Background: an optimization exercise with open tools, aiming at small area, a short achievable clock period and few clock cycles per item. Do not read the settings as production practice. In this exercise RTL edits were held to simulation tests only and were not proved equivalent to the original. No activity file was given, so power comes from the tool's default toggle rates.

### config.mk
export PLATFORM = sky130hd
export DESIGN_NAME = sha1_message_digest
export DESIGN_NICKNAME = sha1_message_digest
export VERILOG_FILES = /design/flow/design.v
export SDC_FILE = /design/flow/constraint.sdc
export NUM_CORES = 4
export LEC_CHECK = 0
export CAP_MARGIN = 20
export CORE_MARGIN = 2
export CORE_UTILIZATION = 40
export SLEW_MARGIN = 20
### constraint.sdc
create_clock -name core_clock -period 8.0 [get_ports {aclk}]
set_input_delay 1.6000 -clock core_clock [delete_from_list [all_inputs] [get_ports {aclk}]]
set_output_delay 1.6000 -clock core_clock [all_outputs]
set_load 0.01 [all_outputs]
### design.v
`timescale 1ns / 1ps
module sha1_message_digest (
    input  logic                            aclk,
    input  logic                            aresetn,
    input  logic                            s_tvalid,
    output logic                            s_tready,
    input  logic [7:0]          s_tdata,    
    input  logic                            s_tlast,
    output logic                            m_tvalid,
    input  logic                            m_tready,
    output logic [31:0]         m_tdata,    
    output logic [2:0]          m_tuser,    
    output logic                            m_tlast
);
    localparam int BYTE_W  = 8;
    localparam int WORD_W  = 32;
    localparam int INDEX_W = 3;
    localparam int SLOT_W  = 4;
    localparam int POS_W   = 6;
    localparam int ROUND_W = 7;
    localparam int BCNT_W  = 61;
    localparam logic [WORD_W-1:0] H_INIT_0 = 32'h67452301;
    localparam logic [WORD_W-1:0] H_INIT_1 = 32'hEFCDAB89;
    localparam logic [WORD_W-1:0] H_INIT_2 = 32'h98BADCFE;
    localparam logic [WORD_W-1:0] H_INIT_3 = 32'h10325476;
    localparam logic [WORD_W-1:0] H_INIT_4 = 32'hC3D2E1F0;
    localparam logic [WORD_W-1:0] K_ROUND_0 = 32'h5A827999;
    localparam logic [WORD_W-1:0] K_ROUND_1 = 32'h6ED9EBA1;
    localparam logic [WORD_W-1:0] K_ROUND_2 = 32'h8F1BBCDC;
    localparam logic [WORD_W-1:0] K_ROUND_3 = 32'hCA62C1D6;
    localparam logic [ROUND_W-1:0] ROUND_LAST    = 7'd79;
    localparam logic [ROUND_W-1:0] ROUND_SCHED   = 7'd16;
    localparam logic [ROUND_W-1:0] ROUND_PHASE_1 = 7'd20;
    localparam logic [ROUND_W-1:0] ROUND_PHASE_2 = 7'd40;
    localparam logic [ROUND_W-1:0] ROUND_PHASE_3 = 7'd60;
    localparam logic [BYTE_W-1:0]  PAD_MARK  = 8'h80;
    localparam logic [POS_W-1:0]   LEN_POS   = 6'd56;
    localparam logic [POS_W-1:0]   POS_LAST  = 6'd63;
    localparam logic [INDEX_W-1:0] WORD_LAST = 3'd4;
    typedef enum logic [2:0] {
        ST_IDLE,
        ST_PAD_MARK,
        ST_PAD_ZERO,
        ST_PAD_LEN,
        ST_LOAD,
        ST_ROUND,
        ST_FINAL,
        ST_OUT
    } state_t;
    function automatic logic [WORD_W-1:0] h_init(input int i);
        case (i)
            0: h_init = H_INIT_0;
            1: h_init = H_INIT_1;
            2: h_init = H_INIT_2;
            3: h_init = H_INIT_3;
            default: h_init = H_INIT_4;
        endcase
    endfunction
    state_t              state_reg, state_next;
    state_t              ret_reg, ret_next;
    logic [POS_W-1:0]    pos_reg, pos_next;
    logic [BCNT_W-1:0]   bcnt_reg, bcnt_next;
    logic [ROUND_W-1:0]  round_reg, round_next;
    logic [WORD_W-1:0]   acc_reg, acc_next;
    logic [WORD_W-1:0]   hash_reg [0:4];
    logic [WORD_W-1:0]   hash_next [0:4];
    logic [WORD_W-1:0]   wk_reg [0:4];
    logic [WORD_W-1:0]   wk_next [0:4];
    logic                m_valid_reg, m_valid_next;
    logic [WORD_W-1:0]   m_word_reg, m_word_next;
    logic [INDEX_W-1:0]  m_idx_reg, m_idx_next;
    logic [WORD_W-1:0]   buf_a [0:15];
    logic [WORD_W-1:0]   buf_b [0:15];
    logic [WORD_W-1:0]   rd_a0_reg, rd_a1_reg, rd_b0_reg, rd_b1_reg;
    logic [SLOT_W-1:0]   ra0, ra1, rb0, rb1;
    logic                mem_we;
    logic [SLOT_W-1:0]   mem_waddr;
    logic [WORD_W-1:0]   mem_wdata;
    logic                put_en;
    logic [BYTE_W-1:0]   put_byte;
    logic [63:0]         bit_len;
    logic [WORD_W-1:0]   sched_w, round_w, round_f, round_k, round_t;
    logic [SLOT_W-1:0]   next_slot;
    assign s_tready = (state_reg == ST_IDLE);
    assign m_tvalid = m_valid_reg;
    assign m_tdata  = m_word_reg;
    assign m_tuser  = m_idx_reg;
    assign m_tlast  = (m_idx_reg == WORD_LAST);
    assign bit_len  = {bcnt_reg, 3'b000};
    always_ff @(posedge aclk) begin
        if (!aresetn) begin
            state_reg   <= ST_IDLE;
            ret_reg     <= ST_IDLE;
            pos_reg     <= '0;
            bcnt_reg    <= '0;
            round_reg   <= '0;
            m_valid_reg <= 1'b0;
            m_idx_reg   <= '0;
            for (int i = 0; i < 5; i++) begin
                hash_reg[i] <= h_init(i);
            end
        end else begin
            state_reg   <= state_next;
            ret_reg     <= ret_next;
            pos_reg     <= pos_next;
            bcnt_reg    <= bcnt_next;
            round_reg   <= round_next;
            m_valid_reg <= m_valid_next;
            m_idx_reg   <= m_idx_next;
            for (int i = 0; i < 5; i++) begin
                hash_reg[i] <= hash_next[i];
            end
        end
    end
    always_ff @(posedge aclk) begin
        acc_reg    <= acc_next;
        m_word_reg <= m_word_next;
        for (int i = 0; i < 5; i++) begin
            wk_reg[i] <= wk_next[i];
        end
    end
    always_ff @(posedge aclk) begin
        if (mem_we) begin
            buf_a[mem_waddr] <= mem_wdata;
            buf_b[mem_waddr] <= mem_wdata;
        end
        rd_a0_reg <= buf_a[ra0];
        rd_a1_reg <= buf_a[ra1];
        rd_b0_reg <= buf_b[rb0];
        rd_b1_reg <= buf_b[rb1];
    end
    always_comb begin
        sched_w = rd_b1_reg ^ rd_b0_reg ^ rd_a1_reg ^ rd_a0_reg;
        round_w = (round_reg < ROUND_SCHED) ? rd_a0_reg : {sched_w[30:0], sched_w[31]};
        if (round_reg < ROUND_PHASE_1) begin
            round_f = (wk_reg[1] & wk_reg[2]) | (~wk_reg[1] & wk_reg[3]);
            round_k = K_ROUND_0;
        end else if (round_reg < ROUND_PHASE_2) begin
            round_f = wk_reg[1] ^ wk_reg[2] ^ wk_reg[3];
            round_k = K_ROUND_1;
        end else if (round_reg < ROUND_PHASE_3) begin
            round_f = (wk_reg[1] & wk_reg[2]) | (wk_reg[1] & wk_reg[3])
                    | (wk_reg[2] & wk_reg[3]);
            round_k = K_ROUND_2;
        end else begin
            round_f = wk_reg[1] ^ wk_reg[2] ^ wk_reg[3];
            round_k = K_ROUND_3;
        end
        round_t = {wk_reg[0][26:0], wk_reg[0][31:27]} + round_f + wk_reg[4]
                + round_w + round_k;
    end
    always_comb begin
        state_next   = state_reg;
        ret_next     = ret_reg;
        pos_next     = pos_reg;
        bcnt_next    = bcnt_reg;
        round_next   = round_reg;
        acc_next     = acc_reg;
        m_valid_next = m_valid_reg;
        m_word_next  = m_word_reg;
        m_idx_next   = m_idx_reg;
        for (int i = 0; i < 5; i++) begin
            hash_next[i] = hash_reg[i];
            wk_next[i]   = wk_reg[i];
        end
        put_en    = 1'b0;
        put_byte  = '0;
        mem_we    = 1'b0;
        mem_waddr = pos_reg[5:2];
        mem_wdata = {acc_reg[23:0], put_byte};
        next_slot = (state_reg == ST_ROUND) ? (round_reg[3:0] + 4'd1) : '0;
        ra0       = next_slot;
        ra1       = next_slot + 4'd2;
        rb0       = next_slot + 4'd8;
        rb1       = next_slot + 4'd13;
        case (state_reg)
            ST_IDLE: begin
                if (s_tvalid) begin
                    put_en     = 1'b1;
                    put_byte   = s_tdata;
                    bcnt_next  = bcnt_reg + 61'd1;
                    state_next = s_tlast ? ST_PAD_MARK : ST_IDLE;
                    ret_next   = s_tlast ? ST_PAD_MARK : ST_IDLE;
                end
            end
            ST_PAD_MARK: begin
                put_en     = 1'b1;
                put_byte   = PAD_MARK;
                state_next = ST_PAD_ZERO;
                ret_next   = ST_PAD_ZERO;
            end
            ST_PAD_ZERO: begin
                if (pos_reg == LEN_POS) begin
                    state_next = ST_PAD_LEN;
                end else begin
                    put_en   = 1'b1;
                    put_byte = '0;
                    ret_next = ST_PAD_ZERO;
                end
            end
            ST_PAD_LEN: begin
                put_en   = 1'b1;
                put_byte = bit_len[{3'd7 - pos_reg[2:0], 3'b000} +: 8];
                ret_next = ST_OUT;
            end
            ST_LOAD: begin
                for (int i = 0; i < 5; i++) begin
                    wk_next[i] = hash_reg[i];
                end
                round_next = '0;
                state_next = ST_ROUND;
            end
            ST_ROUND: begin
                wk_next[4] = wk_reg[3];
                wk_next[3] = wk_reg[2];
                wk_next[2] = {wk_reg[1][1:0], wk_reg[1][31:2]};
                wk_next[1] = wk_reg[0];
                wk_next[0] = round_t;
                if (round_reg >= ROUND_SCHED) begin
                    mem_we    = 1'b1;
                    mem_waddr = round_reg[3:0];
                    mem_wdata = round_w;
                end
                if (round_reg == ROUND_LAST) begin
                    round_next = '0;
                    state_next = ST_FINAL;
                end else begin
                    round_next = round_reg + 7'd1;
                end
            end
            ST_FINAL: begin
                for (int i = 0; i < 5; i++) begin
                    hash_next[i] = hash_reg[i] + wk_reg[i];
                end
                state_next = ret_reg;
                if (ret_reg == ST_OUT) begin
                    m_valid_next = 1'b1;
                    m_word_next  = hash_reg[0] + wk_reg[0];
                    m_idx_next   = '0;
                end
            end
            ST_OUT: begin
                if (m_tready) begin
                    if (m_idx_reg == WORD_LAST) begin
                        m_valid_next = 1'b0;
                        m_idx_next   = '0;
                        pos_next     = '0;
                        bcnt_next    = '0;
                        state_next   = ST_IDLE;
                        ret_next     = ST_IDLE;
                        for (int i = 0; i < 5; i++) begin
                            hash_next[i] = h_init(i);
                        end
                    end else begin
                        m_idx_next  = m_idx_reg + 3'd1;
                        m_word_next = hash_reg[m_idx_reg + 3'd1];
                    end
                end
            end
            default: begin
                state_next = ST_IDLE;
            end
        endcase
        if (put_en) begin
            acc_next  = {acc_reg[23:0], put_byte};
            pos_next  = pos_reg + 6'd1;
            mem_wdata = {acc_reg[23:0], put_byte};
            mem_waddr = pos_reg[5:2];
            mem_we    = (pos_reg[1:0] == 2'b11);
            if (pos_reg == POS_LAST) begin
                state_next = ST_LOAD;
            end
        end
    end
endmodule
### run.sh
#!/bin/bash
# synth_recipe.tcl (not shown) runs the flow's synth.tcl, then flattens the netlist and writes it again
# the make line also repeats each setting of config.mk as NAME=value (left out here)
make -C /OpenROAD-flow-scripts/flow DESIGN_CONFIG=/design/flow/config.mk WORK_HOME=/design/flow/orfs CLKGATE_MAP_FILE= SYNTH_SCRIPT=/design/flow/synth_recipe.tcl finish
==> run summary <==
==> cell usage in the layout, fill, tap and decap left out, types with 155 or more instances in the layout <==
master	count
ha_1	231
a21oi_1	307
edfxtp_1	728
and3_1	155
inv_1	264
mux4_2	173
nand2_1	1671
dfxtp_1	372
xnor2_1	205
o21ai_0	223
nor2_1	317
nand3_1	318
a311oi_1	167
==> worst min-delay path by stage <==
stage,startpoint,to,slack [ns],depth (start not counted)
after floorplan,acc_reg[2],acc_reg[10],0.43,0
after global placement,acc_reg[14],acc_reg[22],0.44,0
after detailed placement,acc_reg[11],acc_reg[19],0.44,0
after CTS,acc_reg[6],acc_reg[14],0.42,0
after global routing,acc_reg[6],acc_reg[14],0.43,0
final,acc_reg[6],acc_reg[14],0.42,0
==> power by group through the flow <==
stage / logic, mW / clock network, mW / registers (mW)
floorplan: 0.188 / 0 / 6.24
global placement: 0.298 / 0 / 6.26
detailed placement: 0.302 / 0 / 6.26
CTS: 0.303 / 6.20 / 6.14
global route: 0.339 / 6.41 / 6.14
finish: 0.310 / 6.12 / 6.14
==> per-layer routing <==
layer	track usage	share of wire	routed length [µm]
met5	0	0	0
met4	0.110	0.045	9680
met3	0.0388	0.083	17800
met2	0.406	0.46	99100
met1	0.338	0.41	87600
==> layout make-up <==
class	count	area [µm²]	share of cell area
clock buffers	180	3650	0.0505
clock inverters	59	714	0.00989
inverters	270	1040	0.0144
multi-input cells	4956	33600	0.465
flip-flops and latches	1100	29300	0.406
well taps	2175	2720	0.0377
repair buffers	129	1210	0.0168
==> per-stage QoR <==
stage,utilization,worst slack [ns]
2_1_floorplan,-,1.49
3_3_place_gp,0.417,0.962
3_5_place_dp,0.418,1.13
4_1_cts,0.445,1.11
5_1_grt,0.445,0.569
6_report,0.445,1.10
==> logic make-up (layout without fill, tap and decap cells) <==
logic type                 after synthesis  in the layout  synth area share
buffers and inverters                  683            638            0.0405
DFF                                   1100           1100             0.450
muxes                                  264            264            0.0739
xor gates and xnor gates               306            306            0.0412
AOI/OAI and AO/OA                     1307           1307             0.132
and+or+nand+nor                       2721           2721             0.179
adders and majority gates              358            358            0.0832
==> out/metrics.cfg <==
[run_status]
outcome=no timing/DRC/antenna violations

[placed_design]
port_buffers=50
placed_cells=8627
dpl_cell_area_um2=67800
gp_congestion=0.938
hpwl_um=140000

[setup_path]
worstReg2RegStart=round_reg[3]
path_cells=and2_0 > o21bai_1 > a211oi_4 > o221ai_1 > fa_1 > fa_1 > fa_1 > inv_1 > ha_1 > inv_1 > fa_1 > nor2b_1 > o31a_1 > o21ai_0 > a31oi_1 > a21oi_1 > a31oi_1 > a221oi_1 > a21oi_1 > xnor2_1 > o21ai_0
cpMostUsedCell=fa_1
cpMaxStageDelayCell=a211oi_4
start_kind=flip-flop
arrival_ns=7.40
cp.required_ns=8.50
crit_buf_inv=2
max_stage_delay_ns=0.93
crit_path_max_fanout=20
r2r_cells=21
end_kind=flip-flop
crit_cells=21
critPathCapture=wk_reg[0][31]
cp_top_family=compound AO/OA/AOI/OAI gates
r2r_slack_ns=1.10
startpoint=round_reg[3]
criticalPathCategory=flip-flop to flip-flop
timing.rr.end=wk_reg[0][31]

[die]
die_h_um=407
die-area_um2=166000
core-area_um2=162000
rows=148
fp.dieW_um=407
start_util=0.401
pin_count=51

[run]
cap_viol_max_count=0

[sta]
skew_ns=0.0343
drv_slew=0
holdWs_ns=0.422
fmax_mhz=145
rsz0062_at_grt=no
period_needed_ns=6.90
period_share=0.862
fin_setup_tns_ns=0
setup_viol=0
worst_pin_slew_ns=1.19
max-slew-margin-rel=0.199
hold_viol=0

[global_routing]
grt_util_all_layers=0.252
antenna_found_initial=1
grt_pass1_vias=50200
grt-ovfl-total=0
grt_pass1_wl_um=321000
grt_max_degree=219

[logic_synthesis]
avgSynthCellArea_um2=9.66
seq_area_frac_synth=0.450
synth-seq-cells=1100
yosysMostFrequentCell=nand2_1
yosysTopAreaCellShare=0.336
syn_area_um2=65100
synth_area_leaders=edfxtp_1 34%, dfxtp_1 11%, nand2_1 9.7%, mux4_2 6.0%, ha_1 4.5%
synthTopCellsByCount=1679 x nand2_1, 728 x edfxtp_1, 372 x dfxtp_1, 340 x nor2_1, 328 x clkbuf_1
synth-edff-count=728
synth.net_count=7110
netlist_instances=6739
synth_cell_type_count=86
synth_top_flop_cell=edfxtp_1
yosys_warnings=5
ys_async_sr_fraction=0
yosys.area.top_type=edfxtp_1

[pwr]
p_leak_nw=27.3
power_frac_comb=0.025
p_total_mw=12.6
peakVddDrop_uv=240
pwr-share-clk=0.487
p_int_mw=9.75
power_density_nw_per_um2=174
netSwitchingFraction=0.225
seq_power_share=0.488
p_switching_mw=2.83

[detailed_routing]
dr.pass1.iters=7
vias=52800
drcViolationCount=0
vias_per_cell=5.95
dr.first_iter.drc_count=5924
ant_nets=0
post_drt_wl_per_cell_um=24.1
routed_wl_um=214000

[clock_tree]
clock-root-buffer=clkbuf_16
post_cts_resized=0
postCtsHoldBufs=0
cts_sinks=1100
cts_setup_buffers=0
clk_latency_ns=0.81
path_clk_slew_ns=0.06
cts_tree=yes
cts_buffers=130
h-tree-depth=4
cts_buffer_depth=3

[cells_and_area]
fill_cells=15400
syn_to_final_growth_pct=10.9
drive_above_1_share=0.0817
fin_nets=6958
largest_register_ffs=512
final_cell_area_um2=72200
stdcell_count=8869
insertedDiodeCount=0

[hold_path]
min_path_type=flip-flop to flip-flop

Testbench counts, summed over its fixed seeds: cycles 126,416, bytes 44,818.

-- afterwards: timing with drivers on the ports --
In the flow no input, the clock included, has a driving cell. The finished layout below was timed again as built, in two steps.
Step 1 (the two cells are an assumption about what drives the block):
set clk [get_ports {aclk}]
set_driving_cell -lib_cell sky130_fd_sc_hd__clkbuf_16 $clk
set_driving_cell -lib_cell sky130_fd_sc_hd__buf_2 [delete_from_list [all_inputs] $clk]
Step 2 adds t to the input delays and takes it off the output delays; t is the mean of the earliest and latest rising clock arrival at the registers after step 1. Input paths then give back, and output paths get back, about the clock's delay inside the block.
Slacks: no drivers / after step 1 / after step 2; pairs: no drivers / after step 1.
t, ns: 0.874
setup slack, ns: 1.104 / 1.104 / 1.104
worst hold slack (ns): 0.422 / 0.422 / 0.422
worst setup path after step 2: register to register
After both steps this run still meets setup and hold. The setup slack of this run moves by 0.000 ns with the drivers and by 0.000 ns with both steps.
